Context: an optimization exercise on an open-source flow, tuned for small area and few clock cycles per item. The choices shown serve that exercise and are no tape-out recipe.
The RTL was checked by simulation tests, not by an equivalence proof against the original design.
Power figures rest on the tool's default switching activity, not on a simulated workload.

**design/flow/run.sh**
```bash
#!/bin/bash
# synth_recipe.tcl (not shown) runs the flow's synth.tcl, then flattens the netlist and writes it again
# the make line also repeats each setting of config.mk as NAME=value (left out here)
make -C /OpenROAD-flow-scripts/flow DESIGN_CONFIG=/design/flow/config.mk WORK_HOME=/design/flow/orfs CLKGATE_MAP_FILE= SYNTH_SCRIPT=/design/flow/synth_recipe.tcl finish
```
**design/flow/config.mk**
```make
export PLATFORM = sky130hd
export DESIGN_NAME = stable_priority_queue
export DESIGN_NICKNAME = stable_priority_queue
export VERILOG_FILES = /design/flow/design.v
export SDC_FILE = /design/flow/constraint.sdc
export NUM_CORES = 4
export LEC_CHECK = 0
export CAP_MARGIN = 0
export CORE_MARGIN = 2
export CORE_UTILIZATION = 65
export SLEW_MARGIN = 0
```
**design/flow/constraint.sdc**
```tcl
create_clock -name core_clock -period 3.5 [get_ports {clk}]
set_input_delay 0.7000 -clock core_clock [delete_from_list [all_inputs] [get_ports {clk}]]
set_output_delay 0.7000 -clock core_clock [all_outputs]
set_load 0.01 [all_outputs]
```
**design/flow/design.v**
```verilog
package spq_pkg;
  localparam int SPQ_DEPTH         = 16;
  localparam int SPQ_PAYLOAD_BITS  = 32;
  localparam int SPQ_PRIORITY_BITS = 8;
  typedef enum logic {
    OP_ENQ = 1'b0,
    OP_DEQ = 1'b1
  } spq_op_t;
  typedef enum logic [1:0] {
    ST_DONE  = 2'd0,
    ST_EMPTY = 2'd1,
    ST_FULL  = 2'd2
  } spq_status_t;
  typedef struct packed {
    logic enq;
    logic deq;
  } spq_ctl_t;
endpackage
module spq_cell
#(
  parameter int W = spq_pkg::SPQ_PAYLOAD_BITS + spq_pkg::SPQ_PRIORITY_BITS
) (
  input  logic         clk,
  input  logic         sel_hold,
  input  logic         sel_new,
  input  logic         sel_left,
  input  logic         sel_right,
  input  logic [W-1:0] new_data,
  input  logic [W-1:0] left_data,
  input  logic [W-1:0] right_data,
  output logic [W-1:0] data
);
  logic [W-1:0] data_r;
  always_ff @(posedge clk) begin
    data_r <= ({W{sel_hold}}  & data_r)
            | ({W{sel_new}}   & new_data)
            | ({W{sel_left}}  & left_data)
            | ({W{sel_right}} & right_data);
  end
  assign data = data_r;
endmodule
module stable_priority_queue
#(
  parameter int DEPTH         = spq_pkg::SPQ_DEPTH,
  parameter int PAYLOAD_BITS  = spq_pkg::SPQ_PAYLOAD_BITS,
  parameter int PRIORITY_BITS = spq_pkg::SPQ_PRIORITY_BITS,
  parameter int CNT_W         = $clog2(DEPTH + 1)
) (
  input  logic                            clk,
  input  logic                            rst_n,
  input  logic                            in_valid,
  output logic                            in_ready,
  input  logic                            in_opcode,
  input  logic [PAYLOAD_BITS-1:0]         in_payload,
  input  logic signed [PRIORITY_BITS-1:0] in_priority,
  output logic                            out_valid,
  input  logic                            out_ready,
  output logic [1:0]                      out_status,
  output logic [PAYLOAD_BITS-1:0]         out_item,
  output logic [CNT_W-1:0]                out_occupancy
);
  localparam int W = PAYLOAD_BITS + PRIORITY_BITS;
  logic [CNT_W-1:0] count_r;
  logic             out_valid_r;
  logic             pend_r;
  logic [1:0]       status_r;
  logic fire, is_deq, full, empty, enq_ok, deq_ok, pop;
  logic [W-1:0]             slot   [DEPTH];
  logic [PRIORITY_BITS-1:0] key    [DEPTH];
  logic [DEPTH:0]           keep;
  logic [DEPTH:0]           stay;
  logic [W-1:0]             new_data;
  logic [PRIORITY_BITS-1:0] new_key;
  assign in_ready = !out_valid_r || out_ready;
  assign fire     = in_valid && in_ready;
  assign is_deq   = (in_opcode == spq_pkg::OP_DEQ);
  assign full     = (count_r == CNT_W'(DEPTH));
  assign empty    = (count_r == '0);
  assign enq_ok   = fire && !is_deq && !full;
  assign deq_ok   = fire && is_deq && !empty;
  assign pop      = pend_r && out_ready;
  assign new_key  = {~in_priority[PRIORITY_BITS-1], in_priority[PRIORITY_BITS-2:0]};
  assign new_data = {new_key, in_payload};
  for (genvar i = 0; i < DEPTH; i++) begin : g_keep
    logic ge, eq;
    assign key[i] = slot[i][W-1:PAYLOAD_BITS];
    always_comb begin
      ge = 1'b1;
      for (int b = 0; b < PRIORITY_BITS; b++) begin
        ge = (key[i][b] & ~new_key[b]) | ((key[i][b] | ~new_key[b]) & ge);
      end
    end
    assign keep[i] = occ[i] && ge;
  end
  assign keep[DEPTH] = 1'b0;
  logic [DEPTH-1:0] occ;
  always_comb begin
    for (int i = 0; i < DEPTH; i++) begin
      logic gt, eq;
      gt = 1'b0;
      eq = 1'b1;
      for (int b = 0; b < CNT_W; b++) begin
        if (((i >> b) & 1) == 1) begin
          gt = count_r[b] & gt;
          eq = count_r[b] & eq;
        end else begin
          gt = count_r[b] | gt;
          eq = ~count_r[b] & eq;
        end
      end
      occ[i] = gt | (pend_r & eq);
    end
  end
  always_comb begin
    for (int j = 0; j < DEPTH; j++) stay[j] = pop ? keep[j+1] : keep[j];
    stay[DEPTH] = 1'b0;
  end
  for (genvar i = 0; i < DEPTH; i++) begin : g_cell
    logic prev_stay;
    logic s_hold, s_new, s_left, s_right;
    logic [W-1:0] ldat, rdat;
    if (i == 0) begin : g_head
      assign prev_stay = 1'b1;
      assign ldat      = new_data;
    end else begin : g_body
      assign prev_stay = stay[i-1];
      assign ldat      = slot[i-1];
    end
    if (i == DEPTH - 1) begin : g_tail
      assign rdat = slot[i];
    end else begin : g_inner
      assign rdat = slot[i+1];
    end
    always_comb begin
      s_hold  = 1'b0;
      s_new   = 1'b0;
      s_left  = 1'b0;
      s_right = 1'b0;
      if (enq_ok) begin
        if (stay[i])        begin s_right = pop; s_hold = !pop; end
        else if (prev_stay) s_new = 1'b1;
        else                begin s_hold = pop; s_left = !pop; end
      end else begin
        s_right = pop;
        s_hold  = !pop;
      end
    end
    spq_cell #(.W(W)) u_cell (
      .clk        (clk),
      .sel_hold   (s_hold),
      .sel_new    (s_new),
      .sel_left   (s_left),
      .sel_right  (s_right),
      .new_data   (new_data),
      .left_data  (ldat),
      .right_data (rdat),
      .data       (slot[i])
    );
  end
  always_ff @(posedge clk) begin
    if (!rst_n) begin
      count_r     <= '0;
      out_valid_r <= 1'b0;
      pend_r      <= 1'b0;
    end else begin
      if (fire) begin
        out_valid_r <= 1'b1;
        pend_r      <= deq_ok;
        if (enq_ok)      count_r <= count_r + CNT_W'(1);
        else if (deq_ok) count_r <= count_r - CNT_W'(1);
      end else if (out_ready) begin
        out_valid_r <= 1'b0;
        pend_r      <= 1'b0;
      end
    end
    if (fire) begin
      if (enq_ok || deq_ok) status_r <= spq_pkg::ST_DONE;
      else if (is_deq)      status_r <= spq_pkg::ST_EMPTY;
      else                  status_r <= spq_pkg::ST_FULL;
    end
  end
  assign out_valid     = out_valid_r;
  assign out_status    = status_r;
  assign out_item      = slot[0][PAYLOAD_BITS-1:0] & {PAYLOAD_BITS{pend_r}};
  assign out_occupancy = count_r;
endmodule
```
==> impl_metrics.ini, run 1 <==
[global_route]
grt_pass1_vias = 32110
grt_start_max_net_pins = 55
grt_usage = 0.5314
grt_first_pass_wirelength_mm = 193.3
antenna_found_initial = 5
grt_overflow_total = 0

[synthesis]
synthFlopType = dfxtp_1
ys_seq_area_frac = 0.4365
netlist_area_um2 = 29810
synth_seq_cells = 649
avgSynthCellArea_um2 = 9.401
synth_edf_count = 2
synth.distinct_cells = 78
synth_nets = 3220
synthCells = 3171
async_flop_share = 0
ys_warn_count = 5

[setup_path]
r2r_end = g_cell[3].u_cell.data_r[12]$_DFF_P_
r2r_cells = 9
arrival_ns = 3.85
reg2reg_slack_ns = 0.37
cp_max_fo = 22
crit_required_ns = 3.98
critical_path.startpoint_type = input port
r2r-start = count_r[3]$_SDFFE_PN0P_
endpoint_kind = flip-flop
criticalPathCategory = input port to flip-flop

[timing]
setup_viol = 0
rsz0062_at_grt = false
fmax_mhz = 297.2
worst_pin_slew_ns = 0.9721
finalHoldViolCount = 0
period_needed_ns = 3.365
slew_violations = 0
relSlewSlack = 0.3495
fin_skew_ns = 0.04599
timing.hold.ws_ns = 0.4645
post-route-period-util = 0.9614

[worst_hold_path]
holdPathStages = 2
min-delay-start = g_cell[2].u_cell.data_r[22]$_DFF_P_
min_to = g_cell[2].u_cell.data_r[22]$_DFF_P_
hold_class = flip-flop to flip-flop

[clock_network]
path_clk_slew_ns = 0.06
post_cts_buffers = 0
cts_buffers = 67
cts-root-buf = clkbuf_16
cts.sinks = 649
hold_buffers = 0
clock_latency_ns = 0.64
cts_buffer_depth = 3
htreeDepth = 3
cts_tree = done

[outcome]
outcome = timing/DRC/antenna clean

[routing]
vias_per_cell = 8.268
wirelength_mm = 130.0
vias = 32420
drtIter0Drc = 7627
remaining_drc_errors = 0
drtAntennaViolNets = 0
firstDrtPassIters = 14
detail_route.wl_per_cell_um = 33.15

[floorplan]
fp.coreArea_um2 = 45280
fp.dieW_um = 218.2
die_h_um = 218.2
die_area_um2 = 47590
row_count = 78
start_util = 0.6583
ios = 86

[placed_design]
place_congestion = 0.9844
place_area_um2 = 34230
post-dp-hpwl_mm = 81.70
numPortBuffers = 85

[layout]
fin_area_um2 = 36510
drive_gt1_frac = 0.1447
layout_common_cells = dfxtp_1, nand2_1, a22o_1
nets = 3316
syn2layout_area_growth_pct = 22.46
final_common_cell = dfxtp_1

[power]
cellLeakagePower_nw = 13.97
p_per_area_nw_per_um2 = 839.4
peakVddDrop_v = 0.0006745

[flow_run]
drv_cap = 0
==> final cells by class <==
class	count	area, µm²
antenna	3	7.507
clock buffer	96	1926
clock inverter	24	337.8
fill	2811	8777
inverter	83	311.5
multi-input combinational	2090	15550
sequential	649	13010
tap	600	750.7
timing repair buffer	376	4612
==> critical path, cell delays in order <==
cell and delay (ns):
clkdlybuf4s50_1 0.55, buf_4 0.21, nand2b_1 0.08, maj3_2 0.32, maj3_2 0.33, o2111a_1 0.25, or2_1 0.36, o21a_2 0.31
buf_12 0.20, a222oi_1 0.34, o21ai_0 0.18
==> stage by stage <==
stage,worst slack (ns),total power [W],instances,util,TNS (ns)
finish,0.1352,0.03064,3921,0.8062,0
CTS,0.2293,0.02986,3918,0.8058,0
floorplan,0.1288,0.01823,3171,-,0
global route,0.08621,0.03146,3918,0.8060,0
detailed placement,-0.3601,0.02238,3798,0.7558,-147.97
global placement,-0.3081,0.02177,3798,0.7558,-118.48
==> report_power, final <==
| group | switching, W | leakage, nW | internal (W) |
|---|---|---|---|
| Combinational | 0.00495 | 7.53 | 0.00441 |
| Clock | 0.00325 | 1.11 | 0.00426 |
| Sequential | 0.00322 | 5.33 | 0.0106 |
==> cell families (layout without fill, tap and decap cells) <==
| group | count (synthesis) | after routing | share of synthesized area |
|---|---|---|---|
| AO/OA/AOI/OAI | 1429 | 1429 | 0.3903 |
| XOR/XNOR | 3 | 3 | 0.0008816 |
| adder cells (fa/ha/maj) | 40 | 40 | 0.01423 |
| buffers and inverters | 432 | 579 | 0.06057 |
| flip-flops | 649 | 649 | 0.4365 |
| multiplexers | 9 | 9 | 0.003148 |
| other | 0 | 3 | 0 |
| AND/OR/NAND/NOR | 609 | 609 | 0.09431 |
==> registers in the layout (all words and copies together) (netlist names) <==
register,flops
out_valid_r,1
count_r,5
pend_r,1
status_r,2
g_cell.u_cell.data_r,640
==> worst max-delay path by stage <==
stage                              start                             endpoint  slack (ns)  cells after the start
after floorplan                out_ready              count_r[4]$_SDFFE_PN0P_        0.13                     13
after global placement    in_priority[0]  g_cell[4].u_cell.data_r[27]$_DFF_P_       -0.31                     12
after detailed placement  in_priority[0]  g_cell[4].u_cell.data_r[24]$_DFF_P_       -0.36                     12
after CTS                 in_priority[0]  g_cell[15].u_cell.data_r[8]$_DFF_P_        0.23                     13
after global routing      in_priority[0]  g_cell[15].u_cell.data_r[4]$_DFF_P_        0.09                     13
final                     in_priority[0]  g_cell[3].u_cell.data_r[12]$_DFF_P_        0.14                     11
==> layer usage <==
layer	wire length [µm]	track usage
met1	42740	0.6450
met2	53860	0.7751
met3	22310	0.2074
met4	10990	0.3637
met5	95	0
==> what timing repair did <==
action | CTS | global route
endpoints found under the hold margin | 0 | 0
gates resized for setup | 0 | 2
setup endpoints to repair | 0 | 99
==> cell usage after synthesis, drive strengths merged (36+ instances only) <==
cell,count,area share
clkbuf,228,0.029
a221o,238,0.080
dfxtp,647,0.43
buf,121,0.021
a22o,285,0.084
a21o,46,0.012
o21ai,225,0.038
inv,82,0.010
and2,72,0.015
a22oi,175,0.044
nand2,358,0.045
nand2b,41,0.0086
a21oi,36,0.0062
maj3,36,0.012
nor2,42,0.0053
o211ai,119,0.030
a222oi,211,0.071
Testbench counts, summed over its fixed seeds: cycles 24,008, items 24,000.
==> run 2, diff against run 1 <==
--- a/design/flow/config.mk
+++ b/design/flow/config.mk
@@ -7,5 +7,5 @@
 export LEC_CHECK = 0
-export CAP_MARGIN = 0
+export CAP_MARGIN = 20
 export CORE_MARGIN = 2
-export CORE_UTILIZATION = 65
-export SLEW_MARGIN = 0
+export CORE_UTILIZATION = 40
+export SLEW_MARGIN = 20
==> run 2 against run 1 <==
Register-to-register slack lost 0.02 ns. Largest cell class unchanged. Maximum frequency up 1.0%. Via count shrank 5.7%. Sequential share of layout area down 0.51 points. Worst setup slack improved by 0.034 ns. Count of clock-buffer cells in the layout increased by 8. Final area up 1.5%. Still clean on timing, DRC and antenna. Non-clock buffer count shrank 10.
==> impl_metrics.ini, run 2 <==
[global_route]
grt_start_max_net_pins = 38
grt_overflow_total = 0
antenna_found_initial = 6
grt_first_pass_wirelength_mm = 194.9
grt_usage = 0.3339
grt_pass1_vias = 29800

[placed_design]
place_congestion = 0.9235
post-dp-hpwl_mm = 86.87
numPortBuffers = 85
pre_cts_ws_ns = -0.3894

[timing]
fmax_mhz = 300.3
relSlewSlack = 0.3586
fin_ws_ns = 0.1695
setup_viol = 0
finalHoldViolCount = 0
worst_pin_slew_ns = 0.9547
fin_skew_ns = 0.03294
post-route-period-util = 0.9516
timing.hold.ws_ns = 0.4583
rsz0062_at_grt = false
period_needed_ns = 3.331
slew_violations = 0

[synthesis]
synth.distinct_cells = 78
ys_warn_count = 5
yosys-top-cells-area = dfxtp_1, a22o_1, a221o_1
synth_edf_count = 2
async_flop_share = 0
synth_seq_cells = 649
synthFlopType = dfxtp_1
netlist_area_um2 = 29810
synth_most_common_cell = dfxtp_1
ys_seq_area_frac = 0.4365
synth_top_area_frac = 0.4345
synth_common_cells = dfxtp_1, nand2_1, a22o_1
avgSynthCellArea_um2 = 9.401
synthCells = 3171
synth_nets = 3220
synth_top_area_cell = dfxtp_1

[layout]
reg_top3 = g_cell.u_cell.data_r: 640 flops, count_r: 5 flops, status_r: 2 flops
insertedDiodeCount = 0
top_register = g_cell.u_cell.data_r
fin_util = 0.5000
nets = 3310
largest_reg_flops = 640
syn2layout_area_growth_pct = 24.24
drive_gt1_frac = 0.1438
layout_common_cells = dfxtp_1, nand2_1, a22o_1
final_common_cell = dfxtp_1
fillCellCount = 6646

[floorplan]
die_h_um = 277.0
start_util = 0.4024
row_count = 100
fp.dieW_um = 277.0
ios = 86
die_area_um2 = 76720
fp.coreArea_um2 = 74070

[routing]
detail_route.wl_per_cell_um = 31.06
drtIter0Drc = 4760
drtAntennaViolNets = 0
vias = 30560
wirelength_mm = 133.1
vias_per_cell = 7.132
remaining_drc_errors = 0
firstDrtPassIters = 14

[clock_network]
cts_buffer_depth = 3
cts.sinks = 649
post_cts_buffers = 0
cts_buffers = 71
cts-root-buf = clkbuf_16
clock_latency_ns = 0.62
path_clk_slew_ns = 0.06
cts_tree = done
htreeDepth = 3

[outcome]
outcome = timing/DRC/antenna clean

[power]
p_per_area_nw_per_um2 = 827.2
power_frac_comb = 0.296
power.share.sequential = 0.446
swShare = 0.3595
peakVddDrop_v = 0.0003120
power_frac_clock = 0.258
cellLeakagePower_nw = 14.04
p_sw_w = 0.01101
intPower_w = 0.01962

[setup_path]
criticalPathCategory = input port to flip-flop
crit_end = g_cell[12].u_cell.data_r[31]$_DFF_P_
arrival_ns = 3.89
endpoint_kind = flip-flop
r2r-start = count_r[3]$_SDFFE_PN0P_
critical_path.startpoint_type = input port
r2r_end = g_cell[3].u_cell.data_r[11]$_DFF_P_
r2r_cells = 10
cp_max_fo = 14
crit_path_start = in_priority[5]
crit_required_ns = 4.06
reg2reg_slack_ns = 0.35

[worst_hold_path]
hold_class = flip-flop to flip-flop
min-delay-start = g_cell[2].u_cell.data_r[6]$_DFF_P_

[flow_run]
drv_cap = 0
run 2: changes by cell type in the layout (fill, tap and decap cells not counted), moves of 2 or more:
cell and delta:
clkbuf_16 +5, diode_2 -3, bufinv_16 +2, clkinv_2 +6, inv_6 -4, clkbuf_8 +3
buf_4 -10
run 2: worst min path at each step:
stage | endpoint | slack, ns | cells after the start
2_1_floorplan | g_cell[2].u_cell.data_r[10]$_DFF_P_ | 0.43 | 2
3_3_place_gp | g_cell[2].u_cell.data_r[25]$_DFF_P_ | 0.44 | 2
3_5_place_dp | g_cell[2].u_cell.data_r[6]$_DFF_P_ | 0.45 | 2
4_1_cts | g_cell[2].u_cell.data_r[6]$_DFF_P_ | 0.46 | 2
5_1_grt | g_cell[2].u_cell.data_r[13]$_DFF_P_ | 0.47 | 2
6_report | g_cell[2].u_cell.data_r[6]$_DFF_P_ | 0.46 | 2
run 2: final cells by class:
| type | count | area, µm² | share of cell area |
|---|---|---|---|
| clock buffers | 104 | 2092 | 0.05648 |
| well taps | 969 | 1212 | 0.03274 |
| repair buffers | 366 | 4537 | 0.1225 |
| flip-flops and latches | 649 | 13010 | 0.3514 |
| clock inverters | 24 | 331.6 | 0.008952 |
| multi-input cells | 2090 | 15540 | 0.4195 |
| inverters | 83 | 311.5 | 0.008412 |
run 2: critical path: stages:
cell and delay [ns]:
clkdlybuf4s50_1 0.48, buf_4 0.19, buf_4 0.19, buf_12 0.12
nand2b_1 0.06, maj3_1 0.35, o21ai_1 0.08, a21oi_1 0.05
o22a_1 0.31, buf_4 0.20, nor3_2 0.41, buf_4 0.27
buf_12 0.18, a22o_1 0.16, a221o_1 0.12
run 2: timing repair:
action	in CTS	in global routing
hold buffers	0	0
resized for setup	0	1
setup endpoints to repair	0	2
run 2: power groups by stage:
stage	Sequential (W)	Clock (W)	Combinational [W]
3_3_place_gp	0.0135	0	0.00853
6_report	0.0137	0.00791	0.00906
3_5_place_dp	0.0136	0	0.00884
2_1_floorplan	0.0125	0	0.00571
4_1_cts	0.0135	0.00793	0.00888
5_1_grt	0.0140	0.00821	0.00967
run 2: stage by stage:
stage	instance area, µm²	total power (W)	instances	setup TNS [ns]
after floorplan	29810	0.01823	3171	0
after global placement	34610	0.02203	4157	-128.38
after detailed placement	34610	0.02247	4157	-130.96
after CTS	37040	0.03033	4285	0
after global routing	37040	0.03186	4285	0
final	37040	0.03064	4285	0
run 2: per-layer routing:
layer | vias to the layer above | wire length [µm] | GRT usage | part of all wire
li1 | 12790 | - | - | -
met2 | 2242 | 60250 | 0.5333 | 0.45
met5 | - | 42 | 0 | 0.00032
met4 | 6 | 6602 | 0.1676 | 0.050
met1 | 15040 | 50060 | 0.4185 | 0.38
met3 | 479 | 16130 | 0.08369 | 0.12
run 2: cells by family (layout without fill, tap and decap cells):
kind of cell,count (synthesis),in the layout,share of synthesized area
AOI/OAI and AO/OA,1429,1429,0.3903
xor gates and xnor gates,3,3,0.0008816
adders and majority gates,40,40,0.01423
buffers and inverters,432,577,0.06057
DFF,649,649,0.4365
muxes,9,9,0.003148
and+or+nand+nor,609,609,0.09431

-- port drivers added, routing unchanged --
The flow's constraints put no driver on any port. The routed layouts listed below were extracted and timed again, unchanged, in two steps.
Step 1, drivers: a clkbuf_16 drives clk and a buf_2 each remaining input, both assumed.
Step 2 adds t to the input delays and takes it off the output delays; t is the mean of the earliest and latest rising clock arrival at the registers after step 1. Input paths then give back, and output paths get back, about the clock's delay inside the block.
Three values: no drivers, after step 1, after step 2; two values: the first two.
run | t (ns) | setup slack, ns | cell pins on the clock port's net
run 1 | 0.679 | 0.135 / 0.122 / -0.507 | 1
run 2 | 0.678 | 0.169 / 0.106 / -0.467 | 1
With both steps, setup timing fails in run 1 and run 2, where it was met with ideal ports. The setup slack of run 1, which loses most, moves by -0.013 ns with the drivers and by -0.642 ns with both steps.
